This is an optimization exercise on Yosys and OpenROAD, whose aim is small area, a short achievable clock period and few clock cycles per item, not a production implementation. Function was not checked in any run shown here: the RTL went through the layout flow alone. Power figures rest on the tool's default switching activity, not on a simulated workload.

### design.v
`default_nettype none
package unary_data_pkg;
    typedef logic signed [8-1:0] ifm_t;     
    typedef logic        [8-2:0] mag_t;     
    typedef logic signed [24-1:0] psum_t;
    typedef logic        [8-2:0] win_cnt_t;  
    localparam int unsigned WIN_LEN = 2 ** (8 - 1);
endpackage
`default_nettype wire
`default_nettype none
module unary_col
(
    input  wire logic [6:0] x,
    input  wire logic [6:0] y,
    input  wire logic       sa_e,
    input  wire logic       n,
    input  wire logic [6:0] w,
    input  wire logic [6:0] bias_lo,
    output logic [6:0]      lo,
    output logic            c
);
    logic [6:0] r;
    logic [6:0] h;
    logic [6:0] bx;
    logic [5:0][5:0] pp;
    always_comb begin
        for (int k = 0; k < 7; k++) r[k] = w[6-k];
    end
    assign bx = bias_lo ^ {7{n}};
    logic [6:0] cn_g, cn_p, cr_g, cr_p;
    logic [6:0] cn_g1, cn_p1, cn_g2, cn_p2, cr_g1, cr_p1, cr_g2, cr_p2;
    logic [7:0] cn, cr;
    assign cn_g = x & ~r;
    assign cn_p = x | ~r;
    assign cr_g = x & r;
    assign cr_p = x | r;
    for (genvar i = 0; i < 7; i++) begin : g_ks
        if (i >= 1) begin : g_l1
            assign cn_g1[i] = cn_g[i] | (cn_p[i] & cn_g[i-1]);
            assign cn_p1[i] = cn_p[i] & cn_p[i-1];
            assign cr_g1[i] = cr_g[i] | (cr_p[i] & cr_g[i-1]);
            assign cr_p1[i] = cr_p[i] & cr_p[i-1];
        end else begin : g_l1p
            assign cn_g1[i] = cn_g[i];
            assign cn_p1[i] = cn_p[i];
            assign cr_g1[i] = cr_g[i];
            assign cr_p1[i] = cr_p[i];
        end
        if (i >= 2) begin : g_l2
            assign cn_g2[i] = cn_g1[i] | (cn_p1[i] & cn_g1[i-2]);
            assign cn_p2[i] = cn_p1[i] & cn_p1[i-2];
            assign cr_g2[i] = cr_g1[i] | (cr_p1[i] & cr_g1[i-2]);
            assign cr_p2[i] = cr_p1[i] & cr_p1[i-2];
        end else begin : g_l2p
            assign cn_g2[i] = cn_g1[i];
            assign cn_p2[i] = cn_p1[i];
            assign cr_g2[i] = cr_g1[i];
            assign cr_p2[i] = cr_p1[i];
        end
        if (i >= 4) begin : g_l3
            assign cn[i+1] = cn_g2[i] | (cn_p2[i] & cn_g2[i-4]);
            assign cr[i+1] = cr_g2[i] | (cr_p2[i] & cr_g2[i-4]);
        end else begin : g_l3p
            assign cn[i+1] = cn_g2[i];
            assign cr[i+1] = cr_g2[i];
        end
    end
    assign cn[0] = 1'b0;
    assign cr[0] = 1'b0;
    for (genvar k = 0; k < 7; k++) begin : g_hit
        assign h[k] = r[k] & (sa_e ? ~(x[k] & cr[k]) : (x[k] | cn[k]));
    end
    for (genvar k = 0; k < 6; k++) begin : g_pp
        for (genvar j = 0; j < 6 - k; j++) begin : g_col
            assign pp[k][j] = r[k] & y[j+k+1];
        end
        for (genvar j = 6 - k; j < 6; j++) begin : g_pad
            assign pp[k][j] = 1'b0;
        end
    end
    wire fs0, fc0;
    assign fs0 = pp[0][0] ^ pp[1][0] ^ pp[2][0];
    assign fc0 = (pp[0][0] & pp[1][0]) | (pp[2][0] & (pp[0][0] ^ pp[1][0]));
    wire fs1, fc1;
    assign fs1 = pp[3][0] ^ pp[4][0] ^ pp[5][0];
    assign fc1 = (pp[3][0] & pp[4][0]) | (pp[5][0] & (pp[3][0] ^ pp[4][0]));
    wire fs2, fc2;
    assign fs2 = fs0 ^ fs1 ^ h[0];
    assign fc2 = (fs0 & fs1) | (h[0] & (fs0 ^ fs1));
    wire fs3, fc3;
    assign fs3 = h[1] ^ h[2] ^ h[3];
    assign fc3 = (h[1] & h[2]) | (h[3] & (h[1] ^ h[2]));
    wire fs4, fc4;
    assign fs4 = h[4] ^ h[5] ^ h[6];
    assign fc4 = (h[4] & h[5]) | (h[6] & (h[4] ^ h[5]));
    wire hs0, hc0;
    assign hs0 = fs2 ^ fs3;
    assign hc0 = fs2 & fs3;
    wire fs5, fc5;
    assign fs5 = bx[1] ^ pp[0][1] ^ pp[1][1];
    assign fc5 = (bx[1] & pp[0][1]) | (pp[1][1] & (bx[1] ^ pp[0][1]));
    wire fs6, fc6;
    assign fs6 = pp[2][1] ^ pp[3][1] ^ pp[4][1];
    assign fc6 = (pp[2][1] & pp[3][1]) | (pp[4][1] & (pp[2][1] ^ pp[3][1]));
    wire fs7, fc7;
    assign fs7 = fc0 ^ fc1 ^ fs5;
    assign fc7 = (fc0 & fc1) | (fs5 & (fc0 ^ fc1));
    wire fs8, fc8;
    assign fs8 = fs6 ^ fc2 ^ fc3;
    assign fc8 = (fs6 & fc2) | (fc3 & (fs6 ^ fc2));
    wire fs9, fc9;
    assign fs9 = fc4 ^ fs7 ^ hc0;
    assign fc9 = (fc4 & fs7) | (hc0 & (fc4 ^ fs7));
    wire fs10, fc10;
    assign fs10 = bx[2] ^ pp[0][2] ^ pp[1][2];
    assign fc10 = (bx[2] & pp[0][2]) | (pp[1][2] & (bx[2] ^ pp[0][2]));
    wire fs11, fc11;
    assign fs11 = pp[2][2] ^ pp[3][2] ^ fc5;
    assign fc11 = (pp[2][2] & pp[3][2]) | (fc5 & (pp[2][2] ^ pp[3][2]));
    wire fs12, fc12;
    assign fs12 = fc6 ^ fs10 ^ fc7;
    assign fc12 = (fc6 & fs10) | (fc7 & (fc6 ^ fs10));
    wire fs13, fc13;
    assign fs13 = fs11 ^ fc8 ^ fs12;
    assign fc13 = (fs11 & fc8) | (fs12 & (fs11 ^ fc8));
    wire fs14, fc14;
    assign fs14 = bx[3] ^ pp[0][3] ^ pp[1][3];
    assign fc14 = (bx[3] & pp[0][3]) | (pp[1][3] & (bx[3] ^ pp[0][3]));
    wire fs15, fc15;
    assign fs15 = pp[2][3] ^ fc10 ^ fs14;
    assign fc15 = (pp[2][3] & fc10) | (fs14 & (pp[2][3] ^ fc10));
    wire fs16, fc16;
    assign fs16 = fc11 ^ fs15 ^ fc12;
    assign fc16 = (fc11 & fs15) | (fc12 & (fc11 ^ fs15));
    wire fs17, fc17;
    assign fs17 = bx[4] ^ pp[0][4] ^ pp[1][4];
    assign fc17 = (bx[4] & pp[0][4]) | (pp[1][4] & (bx[4] ^ pp[0][4]));
    wire fs18, fc18;
    assign fs18 = fc14 ^ fs17 ^ fc15;
    assign fc18 = (fc14 & fs17) | (fc15 & (fc14 ^ fs17));
    wire fs19, fc19;
    assign fs19 = bx[5] ^ pp[0][5] ^ fc17;
    assign fc19 = (bx[5] & pp[0][5]) | (fc17 & (bx[5] ^ pp[0][5]));
    logic [7:0] ra, rb, pg, pk;
    logic [7:0] cg1, cp1, cg2, cp2, cg3;
    logic [8:0] cy;
    assign ra = {1'b0, bx[6], fs19, fs18, fc13, fc9, fs8, fs4};
    assign rb = {1'b0, fc19, fc18, fc16, fs16, fs13, fs9, hs0};
    assign pg = ra & rb;
    assign pk = ra ^ rb;
    for (genvar j = 0; j < 8; j++) begin : g_cpa
        assign cg1[j] = (j >= 1) ? pg[j]  | (pk[j]  & pg[j >= 1 ? j-1 : 0])  : pg[j] | (pk[j] & bx[0]);
        assign cp1[j] = (j >= 1) ? pk[j]  & pk[j >= 1 ? j-1 : 0] : 1'b0;
        assign cg2[j] = (j >= 2) ? cg1[j] | (cp1[j] & cg1[j >= 2 ? j-2 : 0]) : cg1[j] | (cp1[j] & bx[0]);
        assign cp2[j] = (j >= 2) ? cp1[j] & cp1[j >= 2 ? j-2 : 0] : 1'b0;
        assign cg3[j] = (j >= 4) ? cg2[j] | (cp2[j] & cg2[j >= 4 ? j-4 : 0]) : cg2[j] | (cp2[j] & bx[0]);
    end
    assign cy = {cg3, bx[0]};
    assign lo = (pk[6:0] ^ {7{n}}) ^ cy[6:0];
    assign c  = cy[7];
endmodule
`default_nettype wire
`default_nettype none
module psum_hi
#(
    parameter int W = 24 - 7
)
(
    input  wire logic [W-1:0] b,
    input  wire logic [W-1:0] q,
    input  wire logic         n,
    input  wire logic         cy,
    input  wire logic         go,
    output logic [W-1:0]      d
);
    logic [W:0] qg;
    always_comb begin
        qg[0] = go;
        for (int i = 0; i < W; i++) qg[i+1] = qg[i] & (b[i] ^ n);
    end
    assign d = (go ? b : q) ^ ({W{cy}} & qg[W-1:0]);
endmodule
`default_nettype wire
`default_nettype none
module unary_row_top
(
    input  wire logic                    clk,
    input  wire logic                    rst_n_i,
    input  wire logic                    start_i,
    input  wire unary_data_pkg::ifm_t                    ifm_i,
    input  wire logic                    wght_load_i,
    input  wire logic                    wght_sign_i,
    input  wire unary_data_pkg::mag_t                    wght_abs_i,
    input  wire logic                    wght_clr_i,
    input  wire unary_data_pkg::psum_t [4-1:0] bias_i,
    output logic                         busy_o,
    output unary_data_pkg::psum_t [4-1:0]      result_o,
    output logic                         result_valid_o
);
    localparam int HI = 24 - 7;   
    logic                                     valid_q;
    logic                                     go;
    logic [4-1:0]                   wght_sign_q;
    unary_data_pkg::mag_t [4-1:0]   wght_abs_q;
    logic                                     ifm_sign;
    logic                                     sa_e;
    logic [6:0]                               y;
    unary_data_pkg::psum_t [4-1:0]  res;
    assign go = start_i && !valid_q;   
    always_ff @(posedge clk or negedge rst_n_i) begin
        if (!rst_n_i) valid_q <= 1'b0;
        else          valid_q <= go;
    end
    assign busy_o         = valid_q;
    assign result_valid_o = valid_q;
    always_ff @(posedge clk or negedge rst_n_i) begin
        if (!rst_n_i) begin
            wght_sign_q <= '0;
            wght_abs_q  <= '0;
        end else if (wght_clr_i) begin
            wght_sign_q <= '0;
            wght_abs_q  <= '0;
        end else if (wght_load_i) begin
            wght_sign_q <= {wght_sign_q[4-2:0], wght_sign_i};
            wght_abs_q  <= {wght_abs_q[4-2:0], wght_abs_i};
        end
    end
    assign ifm_sign = ifm_i[8-1];
    assign sa_e     = ifm_sign;
    assign y        = ifm_i[8-2:0] ^ {7{sa_e}};
    for (genvar c = 0; c < 4; c++) begin : g_col
        logic          n, cy, m;
        logic [6:0]    lo;
        assign n = ifm_sign ^ wght_sign_q[c];
        unary_col i_col (
            .x(ifm_i[6:0]), .y(y), .sa_e(sa_e), .n(n), .w(wght_abs_q[c]),
            .bias_lo(bias_i[c][6:0]), .lo(lo), .c(cy)
        );
        psum_hi i_hi (
            .b(bias_i[c][24-1:7]), .q(result_o[c][24-1:7]),
            .n(n), .cy(cy), .go(go), .d(res[c][24-1:7])
        );
        assign res[c][6:0] = go ? lo : result_o[c][6:0];
    end
    always_ff @(posedge clk or negedge rst_n_i) begin
        if (!rst_n_i)  result_o <= '0;
        else           result_o <= res;   
    end
endmodule
`default_nettype wire
### flow/run.sh
#!/bin/bash
# The standard layout (standard.sh: the standard flow's synthesis and ORFS flow), except
# that the port buffers are the smallest buffer, sky130_fd_sc_hd__buf_1,
# rather than the cell buffer_ports picks by default, and clock tree synthesis
# uses larger sink clusters and no dummy loads. Repair may still resize the
# port buffers. The full output goes to standard.log.
set -o pipefail
export BUFFER_PORTS_ARGS="-buffer_cell sky130_fd_sc_hd__buf_1"
export CTS_ARGS="-sink_clustering_enable -repair_clock_nets -dont_use_dummy_load -buf_list {sky130_fd_sc_hd__clkbuf_4 sky130_fd_sc_hd__clkbuf_8} -sink_clustering_size 25 -sink_clustering_max_diameter 100"
bash standard.sh > standard.log 2>&1
### standard.sh
#!/bin/bash
# synth_recipe.tcl (not shown) runs the flow's synth.tcl, then flattens the netlist and writes it again
# the make line also repeats each setting of config.mk as NAME=value (left out here)
make -C /OpenROAD-flow-scripts/flow DESIGN_CONFIG=/design/flow/config.mk WORK_HOME=/design/flow/orfs CLKGATE_MAP_FILE= SYNTH_SCRIPT=/design/flow/synth_recipe.tcl "${@:-finish}"
### config.mk
export PLATFORM = sky130hd
export DESIGN_NAME = unary_row_top
export DESIGN_NICKNAME = unary_row_top
export VERILOG_FILES = /design/flow/design.v
export SDC_FILE = /design/flow/constraint.sdc
export NUM_CORES = 4
export LEC_CHECK = 0
export CAP_MARGIN = 20
export CORE_MARGIN = 2
export CORE_UTILIZATION = 40
export CTS_BUF_LIST = sky130_fd_sc_hd__clkbuf_4 sky130_fd_sc_hd__clkbuf_8
export SLEW_MARGIN = 20
### constraint.sdc
create_clock -name core_clock -period 5.0 [get_ports {clk}]
set_input_delay 1.0000 -clock core_clock [delete_from_list [all_inputs] [get_ports {clk}]]
set_output_delay 1.0000 -clock core_clock [all_outputs]
set_load 0.01 [all_outputs]
==> results.py, run 1 <==
metrics = {
    "clock_tree": {
        "clockBufferDepth": 2,
        "ctsHoldBuffers": 0,
        "cts-root-buf": "clkbuf_8",
        "ctsHtreeMaxLevel": 4,
        "clk_latency_ps": 460,
        "cts_sinks": 129,
        "path_clk_slew_ps": 70,
        "numCtsBuffers": 17,
        "cts_tree": "built",
    },
    "power_and_ir_drop": {
        "p_int_mw": 2.25,
        "power_mw": 3.65,
        "switching_share_pct": 38.3,
        "p_leak_nw": 6.83,
        "seq_power_share_pct": 36.0,
        "power_density_nw_per_um2": 235,
        "p_switching_mw": 1.40,
        "ir_worst_vdd_mv": 0.170,
        "pwr-share-clk_pct": 19.1,
        "comb_power_share_pct": 44.9,
    },
    "timing": {
        "setup_violations": 2,
        "timing.hold.ws_ps": 476,
        "finClkSkew_ps": 39.3,
        "finalCriticalPeriod_ps": 5000,
        "fmax_ghz": 0.200,
        "tightestPinTransition_ps": 1110,
        "period_share_pct": 100,
        "setup_tns_ps": -4.57,
        "rsz0062_at_grt": "yes",
        "drv_slew": 0,
        "max-slew-margin-rel_pct": 25.8,
        "setup_ws_ps": -3.64,
        "hold_viol": 0,
    },
    "synth": {
        "synthDistinctLibCells": 69,
        "syn-num-nets": 1580,
        "syn_avg_cell_area_sq_um": 8.98,
        "ys_async_sr_fraction_pct": 100,
        "synth.area.top_cells": "dfrtp_1 (27%), fa_1 (13%), xnor2_1 (7.4%)",
        "synth_top_area_share_pct": 26.6,
        "synth_top_cell_by_area": "dfrtp_1",
        "ys_seq_area_share_pct": 26.6,
        "synthCells": 1351,
        "synth_flop_cell": "dfrtp_1",
        "syn_area_sq_um": 12100,
        "synth-seq-cells": 129,
        "yosysWarnings": 3,
        "synth_edf_count": 0,
    },
    "placed_design": {
        "numPortBuffers": 214,
        "hpwl_mm": 26.2,
        "place_ws_ps": -641,
        "placed_area_sq_um": 14700,
        "finalWeightedCongestion": 0.917,
    },
    "run_status": {
        "check.faults": "negative setup slack",
        "status": "finished with violations",
    },
    "route": {
        "remaining_drc_errors": 0,
        "ant_nets": 0,
        "vias_per_cell": 5.15,
        "vias": 10700,
        "drt_first_pass_iters": 5,
        "totalWireLength_mm": 34.2,
        "wl_per_cell_um": 16.5,
        "drtIter0Drc": 385,
    },
    "floorplanning": {
        "floorplan.rows": 63,
        "core_sq_um": 29700,
        "die_x_um": 178,
        "dieArea_sq_um": 31700,
        "start_util_pct": 40.8,
        "dieHeight_um": 178,
        "io-pin-count": 215,
    },
    "global_route": {
        "globalRouteMet3Util_pct": 4.41,
        "grt_pass1_wl_mm": 54.3,
        "grt-ovfl-total": 0,
        "globalRouteMet2Util_pct": 36.2,
        "grtUsageMet1_pct": 28.7,
        "grt_pass1_vias": 10600,
        "top_usage_layer": "met2",
        "grt_antenna_before_repair": 2,
        "grt_max_degree": 77,
        "track_usage_pct": 21.6,
    },
    "worst_setup_path": {
        "cp_num_buf_inv": 8,
        "cpPeakStageDelay_ps": 560,
        "worstPathCellList": "buf_12 -> buf_12 -> buf_6 -> xor2_1 -> buf_4 -> nand2_2 -> fa_1 -> inv_2 -> fa_1 -> ha_2 -> inv_2 -> fa_1 -> inv_2 -> ha_4 -> a21o_1 -> a21oi_2 -> a211o_1 -> a221oi_2 -> buf_4 -> o2111ai_1 -> xor2_1",
        "startpoint_type": "input pin",
        "worstPathArrival_ps": 5330,
        "cp_top_family": "adder cells",
        "crit_type": "input pin to flop",
        "worstPathRequired_ps": 5330,
        "end_kind": "flop",
        "crit_slowest_cell": "fa_1",
        "critPathMaxFanout": 6,
    },
    "layout": {
        "final_area_sq_um": 15500,
        "layout_commonest_cell": "buf_1",
        "syn_to_final_growth_pct": 27.8,
        "nNetsFinal": 1912,
        "regArea_sq_um": 3230,
        "drive_gt1_share_pct": 19.2,
        "mostFrequentLayoutCells": "buf_1 (207), buf_4 (164), nand2_1 (148)",
        "multi_input_area_sq_um": 8750,
        "nFillCells": 2809,
    },
    "worst_hold_path": {
        "hold_path_class": "flop to flop",
    },
    "job": {
        "cap_violations": 0,
    },
}
[layout make-up]
class                   instances  area share (%)
well taps                     390            3.15
inverters                     131            3.17
flip-flops and latches        129            20.8
clock buffers                  17            1.51
diodes                          1          0.0161
repair buffers                395            14.9
multi-input cells            1009            56.4
[per-layer routing]
| layer | vias to the layer above | part of all wire (%) |
|---|---|---|
| li1 | 5194 | - |
| met3 | 33 | 6.1 |
| met2 | 267 | 48 |
| met4 | 2 | 1.6 |
| met1 | 5181 | 44 |
| met5 | - | 0.047 |
[sequential cells by signal (all words and copies together) (netlist names)]
register,cells
wght_sign_q,4
wght_abs_q,28
valid_q,1
result_o,96
[power by group through the flow]
stage	Sequential, mW	Combinational (mW)	Clock (mW)
floorplan	1.39	0.923	0
global placement	1.33	1.56	0
detailed placement	1.33	1.58	0
CTS	1.32	1.59	0.730
global route	1.34	1.82	0.768
finish	1.32	1.64	0.696
[final timing paths]
kind	start	end	slack [ps]	cells after the start
min in group asynchronous	rst_n_i	result_o[73]$_DFFE_PN0N_	690	1
setup reg to reg	wght_abs_q[13]$_DFFE_PN0P_	result_o[41]$_DFF_PN0_	180	17
max in group asynchronous	rst_n_i	result_o[55]$_DFF_PN0_	3400	2
hold / removal	result_o[32]$_DFF_PN0_	result_o[32]$_DFF_PN0_	480	2
hold reg to reg	result_o[32]$_DFF_PN0_	result_o[32]$_DFF_PN0_	480	2
setup / recovery	ifm_i[7]	result_o[19]$_DFF_PN0_	-4	21
[kinds of logic (layout without fill, tap and decap cells)]
group	count (synthesis)	in the layout	share of synthesized area [%]
AO/OA/AOI/OAI	205	205	11.4
XOR/XNOR	174	174	13.0
adder cells (fa/ha/maj)	132	132	18.2
buffers and inverters	213	543	6.82
flip-flops	129	129	26.6
multiplexers	91	91	7.55
other	0	1	0
AND/OR/NAND/NOR	407	407	16.4
[synthesized netlist by cell type, types with 4 or more instances]
library cell,instances
a211oi_1,10
a21boi_0,4
a21o_1,11
a21oi_1,26
a31oi_1,11
and2_1,30
and3_1,12
and4_1,5
buf_1,9
buf_2,10
clkbuf_1,60
dfrtp_1,129
fa_1,80
ha_1,32
inv_1,131
maj3_1,20
mux2_2,4
mux2i_1,87
nand2_1,154
nand2b_1,8
nand3_1,36
nand4_1,23
nor2_1,72
nor2b_1,11
nor3_1,13
nor4_1,7
o2111ai_1,8
o211ai_1,20
o21a_1,5
o21ai_0,61
o21bai_1,4
o311ai_0,8
o31ai_1,6
or2_2,5
or3_1,11
or4_1,8
xnor2_1,102
xor2_1,68
[per-stage QoR]
step | util [%] | cells
2_1_floorplan | - | 1351
3_3_place_gp | 49.4 | 2024
3_5_place_dp | 49.4 | 2024
4_1_cts | 50.3 | 2041
5_1_grt | 52.2 | 2071
6_report | 52.2 | 2072
[what timing repair did]
action | 4_1_cts | 5_1_grt
hold endpoints to repair | 0 | 0
pin swaps | 3 | 51
endpoints found under the setup margin | 21 | 73
cloned | 0 | 2
setup buffers | 0 | 28
resized for setup | 11 | 74
[worst register-to-register path: stages (launching register included)]
cell	delay, ps
dfrtp_1	470
buf_4	220
a21oi_4	150
nor3_1	70
a211o_1	300
maj3_2	320
maj3_2	310
a221o_1	320
fa_2	390
fa_1	500
inv_2	50
ha_4	260
nand2_1	60
or4b_4	530
o221ai_4	100
o2111ai_4	250
buf_4	240
xor2_1	150
==> inputs of run 2 (changes only) <==
--- a/design.v
+++ b/design.v
@@ -11,5 +11,4 @@
 module unary_col
 (
-    input  wire logic [6:0] x,
     input  wire logic [6:0] y,
     input  wire logic       sa_e,
@@ -28,46 +27,30 @@
     end
     assign bx = bias_lo ^ {7{n}};
-    logic [6:0] cn_g, cn_p, cr_g, cr_p;
-    logic [6:0] cn_g1, cn_p1, cn_g2, cn_p2, cr_g1, cr_p1, cr_g2, cr_p2;
-    logic [7:0] cn, cr;
-    assign cn_g = x & ~r;
-    assign cn_p = x | ~r;
-    assign cr_g = x & r;
-    assign cr_p = x | r;
-    for (genvar i = 0; i < 7; i++) begin : g_ks
+    logic [7:0] gg0, gp0, gg1, gp1, gg2, gp2, gt;
+    assign gg0 = {y & ~r, sa_e};
+    assign gp0 = {y | ~r, 1'b0};
+    for (genvar i = 0; i < 8; i++) begin : g_ks
         if (i >= 1) begin : g_l1
-            assign cn_g1[i] = cn_g[i] | (cn_p[i] & cn_g[i-1]);
-            assign cn_p1[i] = cn_p[i] & cn_p[i-1];
-            assign cr_g1[i] = cr_g[i] | (cr_p[i] & cr_g[i-1]);
-            assign cr_p1[i] = cr_p[i] & cr_p[i-1];
+            assign gg1[i] = gg0[i] | (gp0[i] & gg0[i-1]);
+            assign gp1[i] = gp0[i] & gp0[i-1];
         end else begin : g_l1p
-            assign cn_g1[i] = cn_g[i];
-            assign cn_p1[i] = cn_p[i];
-            assign cr_g1[i] = cr_g[i];
-            assign cr_p1[i] = cr_p[i];
+            assign gg1[i] = gg0[i];
+            assign gp1[i] = gp0[i];
         end
         if (i >= 2) begin : g_l2
-            assign cn_g2[i] = cn_g1[i] | (cn_p1[i] & cn_g1[i-2]);
-            assign cn_p2[i] = cn_p1[i] & cn_p1[i-2];
-            assign cr_g2[i] = cr_g1[i] | (cr_p1[i] & cr_g1[i-2]);
-            assign cr_p2[i] = cr_p1[i] & cr_p1[i-2];
+            assign gg2[i] = gg1[i] | (gp1[i] & gg1[i-2]);
+            assign gp2[i] = gp1[i] & gp1[i-2];
         end else begin : g_l2p
-            assign cn_g2[i] = cn_g1[i];
-            assign cn_p2[i] = cn_p1[i];
-            assign cr_g2[i] = cr_g1[i];
-            assign cr_p2[i] = cr_p1[i];
+            assign gg2[i] = gg1[i];
+            assign gp2[i] = gp1[i];
         end
         if (i >= 4) begin : g_l3
-            assign cn[i+1] = cn_g2[i] | (cn_p2[i] & cn_g2[i-4]);
-            assign cr[i+1] = cr_g2[i] | (cr_p2[i] & cr_g2[i-4]);
+            assign gt[i] = gg2[i] | (gp2[i] & gg2[i-4]);
         end else begin : g_l3p
-            assign cn[i+1] = cn_g2[i];
-            assign cr[i+1] = cr_g2[i];
-        end
-    end
-    assign cn[0] = 1'b0;
-    assign cr[0] = 1'b0;
+            assign gt[i] = gg2[i];
+        end
+    end
     for (genvar k = 0; k < 7; k++) begin : g_hit
-        assign h[k] = r[k] & (sa_e ? ~(x[k] & cr[k]) : (x[k] | cn[k]));
+        assign h[k] = r[k] & (y[k] | gt[k]);
     end
     for (genvar k = 0; k < 6; k++) begin : g_pp
@@ -142,21 +125,35 @@
     assign fs19 = bx[5] ^ pp[0][5] ^ fc17;
     assign fc19 = (bx[5] & pp[0][5]) | (fc17 & (bx[5] ^ pp[0][5]));
-    logic [7:0] ra, rb, pg, pk;
-    logic [7:0] cg1, cp1, cg2, cp2, cg3;
-    logic [8:0] cy;
+    logic [7:0] ra, rb;
+    logic [6:0] pk;
+    logic [8:0] cg0, cp0, cg1, cp1, cg2, cp2, cy;
     assign ra = {1'b0, bx[6], fs19, fs18, fc13, fc9, fs8, fs4};
     assign rb = {1'b0, fc19, fc18, fc16, fs16, fs13, fs9, hs0};
-    assign pg = ra & rb;
-    assign pk = ra ^ rb;
-    for (genvar j = 0; j < 8; j++) begin : g_cpa
-        assign cg1[j] = (j >= 1) ? pg[j]  | (pk[j]  & pg[j >= 1 ? j-1 : 0])  : pg[j] | (pk[j] & bx[0]);
-        assign cp1[j] = (j >= 1) ? pk[j]  & pk[j >= 1 ? j-1 : 0] : 1'b0;
-        assign cg2[j] = (j >= 2) ? cg1[j] | (cp1[j] & cg1[j >= 2 ? j-2 : 0]) : cg1[j] | (cp1[j] & bx[0]);
-        assign cp2[j] = (j >= 2) ? cp1[j] & cp1[j >= 2 ? j-2 : 0] : 1'b0;
-        assign cg3[j] = (j >= 4) ? cg2[j] | (cp2[j] & cg2[j >= 4 ? j-4 : 0]) : cg2[j] | (cp2[j] & bx[0]);
-    end
-    assign cy = {cg3, bx[0]};
+    assign pk  = ra[6:0] ^ rb[6:0];
+    assign cg0 = {ra & rb, bx[0]};
+    assign cp0 = {ra ^ rb, 1'b0};
+    for (genvar i = 0; i < 9; i++) begin : g_cpa
+        if (i >= 1) begin : g_l1
+            assign cg1[i] = cg0[i] | (cp0[i] & cg0[i-1]);
+            assign cp1[i] = cp0[i] & cp0[i-1];
+        end else begin : g_l1p
+            assign cg1[i] = cg0[i];
+            assign cp1[i] = cp0[i];
+        end
+        if (i >= 2) begin : g_l2
+            assign cg2[i] = cg1[i] | (cp1[i] & cg1[i-2]);
+            assign cp2[i] = cp1[i] & cp1[i-2];
+        end else begin : g_l2p
+            assign cg2[i] = cg1[i];
+            assign cp2[i] = cp1[i];
+        end
+        if (i >= 4) begin : g_l3
+            assign cy[i] = cg2[i] | (cp2[i] & cg2[i-4]);
+        end else begin : g_l3p
+            assign cy[i] = cg2[i];
+        end
+    end
     assign lo = (pk[6:0] ^ {7{n}}) ^ cy[6:0];
-    assign c  = cy[7];
+    assign c  = cy[7];   
 endmodule
 `default_nettype wire
@@ -234,5 +231,5 @@
         assign n = ifm_sign ^ wght_sign_q[c];
         unary_col i_col (
-            .x(ifm_i[6:0]), .y(y), .sa_e(sa_e), .n(n), .w(wght_abs_q[c]),
+            .y(y), .sa_e(sa_e), .n(n), .w(wght_abs_q[c]),
             .bias_lo(bias_i[c][6:0]), .lo(lo), .c(cy)
         );
==> flow/run.sh (replaced) <==
#!/bin/bash
# The standard layout (standard.sh: the standard flow's synthesis and ORFS flow), except
# that the port buffers are the smallest buffer, sky130_fd_sc_hd__buf_1,
# rather than the cell buffer_ports picks by default. Repair may still
# resize them. The full output goes to standard.log.
set -o pipefail
export BUFFER_PORTS_ARGS="-buffer_cell sky130_fd_sc_hd__buf_1"
bash standard.sh > standard.log 2>&1
==> results.py, run 2 <==
metrics = {
    "floorplanning": {
        "dieHeight_um": 177,
        "die_x_um": 177,
        "io-pin-count": 215,
        "floorplan.rows": 63,
        "dieArea_sq_um": 31300,
        "start_util_pct": 40.5,
        "core_sq_um": 29600,
    },
    "placed_design": {
        "numPortBuffers": 214,
        "place_ws_ps": -609,
        "placed_area_sq_um": 14700,
        "finalWeightedCongestion": 0.869,
        "hpwl_mm": 25.3,
        "dp.cells": 2016,
    },
    "route": {
        "drt_first_pass_iters": 5,
        "remaining_drc_errors": 0,
        "wl_per_cell_um": 16.1,
        "totalWireLength_mm": 33.3,
        "drtIter0Drc": 521,
        "ant_nets": 0,
        "vias_per_cell": 5.07,
        "vias": 10500,
    },
    "layout": {
        "top_regs": "result_o (96), wght_abs_q (28), wght_sign_q (4)",
        "syn_to_final_growth_pct": 29.9,
        "nFillCells": 2796,
        "drive_gt1_share_pct": 19.8,
        "multi_input_area_sq_um": 8690,
        "nNetsFinal": 1888,
        "mostFrequentLayoutCells": "buf_1 (209), nand2_1 (144), buf_4 (142)",
        "final_area_sq_um": 15500,
        "largest_reg_flops": 96,
        "regArea_sq_um": 3230,
        "regMostFlops": "result_o",
        "stdcell_count": 2062,
        "layout_commonest_cell": "buf_1",
    },
    "timing": {
        "max-slew-margin-rel_pct": 29.4,
        "rsz0062_at_grt": "yes",
        "hold_viol": 0,
        "fmax_ghz": 0.204,
        "setup_violations": 0,
        "setup_tns_ps": 0,
        "tightestPinTransition_ps": 1060,
        "finClkSkew_ps": 14.9,
        "finalCriticalPeriod_ps": 4890,
        "drv_slew": 0,
        "period_share_pct": 97.8,
        "setup_ws_ps": 108,
    },
    "worst_setup_path": {
        "setup.worst_path.start": "ifm_i[0]",
        "worstPathRequired_ps": 5400,
        "end_kind": "flop",
        "reg2reg_slack_ps": 540,
        "r2r_cells": 19,
        "reg2reg_to": "result_o[71]$_DFF_PN0_",
        "critPathMaxFanout": 7,
        "cp-endpoint": "result_o[87]$_DFF_PN0_",
        "startpoint_type": "input pin",
        "reg2reg_from": "wght_abs_q[20]$_DFFE_PN0P_",
        "worstPathArrival_ps": 5290,
        "crit_type": "input pin to flop",
    },
    "clock_tree": {
        "clockBufferDepth": 2,
        "ctsHtreeMaxLevel": 4,
        "clk_latency_ps": 480,
        "cts-root-buf": "clkbuf_8",
        "cts_tree": "built",
        "numCtsBuffers": 17,
        "path_clk_slew_ps": 90,
        "ctsHoldBuffers": 0,
        "cts_sinks": 129,
    },
    "synth": {
        "yosysWarnings": 3,
        "ys_async_sr_fraction_pct": 100,
        "syn-num-nets": 1566,
        "synth_top_cell_by_area": "dfrtp_1",
        "synth_flop_cell": "dfrtp_1",
        "synthDistinctLibCells": 70,
        "syn_area_sq_um": 12000,
        "yosysMostFrequentCell": "nand2_1",
        "synth.area.top_cells": "dfrtp_1 (27%), fa_1 (13%), xnor2_1 (9.5%)",
        "syn_avg_cell_area_sq_um": 8.96,
        "synthCells": 1336,
        "synth-seq-cells": 129,
        "synth_edf_count": 0,
        "ys_seq_area_share_pct": 27.0,
        "synthTopCellsByCount": "nand2_1 (151), xnor2_1 (130), dfrtp_1 (129), inv_1 (125), mux2i_1 (100)",
        "synth_top_area_share_pct": 27.0,
    },
    "run_status": {
        "status": "complete, no violations",
    },
    "power_and_ir_drop": {
        "power_density_nw_per_um2": 262,
        "p_leak_nw": 6.74,
        "ir_worst_vdd_mv": 0.257,
    },
    "global_route": {
        "grt_pass1_vias": 10500,
        "grt_max_degree": 78,
        "grt_antenna_before_repair": 1,
        "grt-ovfl-total": 0,
        "grt_pass1_wl_mm": 53.9,
        "track_usage_pct": 21.8,
    },
    "job": {
        "cap_violations": 0,
    },
    "worst_hold_path": {
        "hold_path_class": "flop to flop",
        "whs_path_depth": 2,
    },
}
## run 2: final cells by class
type                            instances  area share [%]
Antenna cell                            1          0.0161
Clock buffer                           17            1.51
Clock inverter                         15            1.33
Sequential cell                       129            20.8
Inverter                              125            3.05
Multi-Input combinational cell       1007            55.9
Timing Repair Buffer                  378            14.3
Tap cell                              390            3.14
## run 2: routing by layer
metal	up-vias	global-route usage, %	wire length (um)
li1	5086	-	-
met1	5110	28.2	14700
met2	220	37.0	16300
met3	39	4.21	1510
met4	0	6.10	730
met5	-	0	0
## run 2: worst max-delay path, cell delays in order
cell       delay (ps)
buf_1             120
inv_2              70
ha_4              280
buf_6             140
nor2b_4            60
nor3_4            200
nor4_2             80
maj3_1            330
o221a_2           280
a2111oi_4         200
a221oi_2           80
fa_2              370
fa_1              560
inv_2              50
ha_4              250
o21a_1            110
nor2_2             50
nor3_4            150
nor3b_2            70
or4_1             420
buf_6             170
nor3_4            120
xnor2_1           140
## run 2: through the flow
stage | hold slack [ps] | utilization [%] | power [mW]
after floorplan | 502 | - | 2.35
after global placement | 460 | 49.7 | 2.93
after detailed placement | 469 | 49.7 | 2.96
after CTS | 489 | 51.3 | 4.05
after global routing | 510 | 52.6 | 4.36
final | 481 | 52.6 | 4.07
## run 2: cells by family (layout without fill, tap and decap cells)
family          Yosys count  in the layout  share of synthesized area [%]
xor+xnor                180            180                           13.8
other cells               0              1                              0
compound gates          195            195                           10.5
simple gates            412            412                           16.3
buf+inv                 200            535                           6.47
fa+ha+maj               119            119                           17.3
flops                   129            129                           27.0
mux                     101            101                           8.55
## run 2: worst min path at each step
stage,from,end,slack [ps]
after global routing,result_o[48]$_DFFE_PN0N_,result_o[48]$_DFFE_PN0N_,510
after detailed placement,result_o[26]$_DFFE_PN0N_,result_o[26]$_DFFE_PN0N_,470
after floorplan,wght_abs_q[0]$_DFFE_PN0P_,wght_abs_q[0]$_DFFE_PN0P_,500
after CTS,result_o[50]$_DFFE_PN0N_,result_o[50]$_DFFE_PN0N_,490
after global placement,result_o[50]$_DFFE_PN0N_,result_o[50]$_DFFE_PN0N_,460
final,result_o[50]$_DFFE_PN0N_,result_o[50]$_DFFE_PN0N_,480
## run 2: where the power goes
group          leakage (nW)  internal, mW  switching [mW]
logic                  4.93         0.779           0.922
clock network         0.217         0.549           0.509
registers              1.59          1.21           0.105
total                  6.74          2.54            1.53
## run 2: what timing repair did
item	4_1_cts	5_1_grt
buffers inserted	0	10
cloned	0	3
pin swaps	5	28
endpoints found under the setup margin	14	66
resized for setup	11	55

-- separate check: timing with driven ports --
How much do the figures lean on ideal ports? The routed layouts below were timed once more, with nothing changed but the port constraints. Step 1 assumes that a clkbuf_16 drives the clock port and a buf_2 every other input. Step 2, shift: input delay + t, output delay - t, t = (earliest + latest rising clock arrival at the registers) / 2. This alone moves slack from input paths to output paths. Three values: no drivers, after step 1, after step 2; two values: the first two.
run	t (ns)	setup WS [ns]	worst setup path after step 2	pins driven straight from the clock port
run 1	0.486	-0.004 / -0.007 / -0.492	input to register	1
run 2	0.522	0.108 / 0.133 / -0.390	input to register	1
Met with ideal ports but missed after step 2: setup timing in run 2. The setup slack of run 2, which loses most, moves by +0.025 ns with the drivers and by -0.498 ns with both steps.
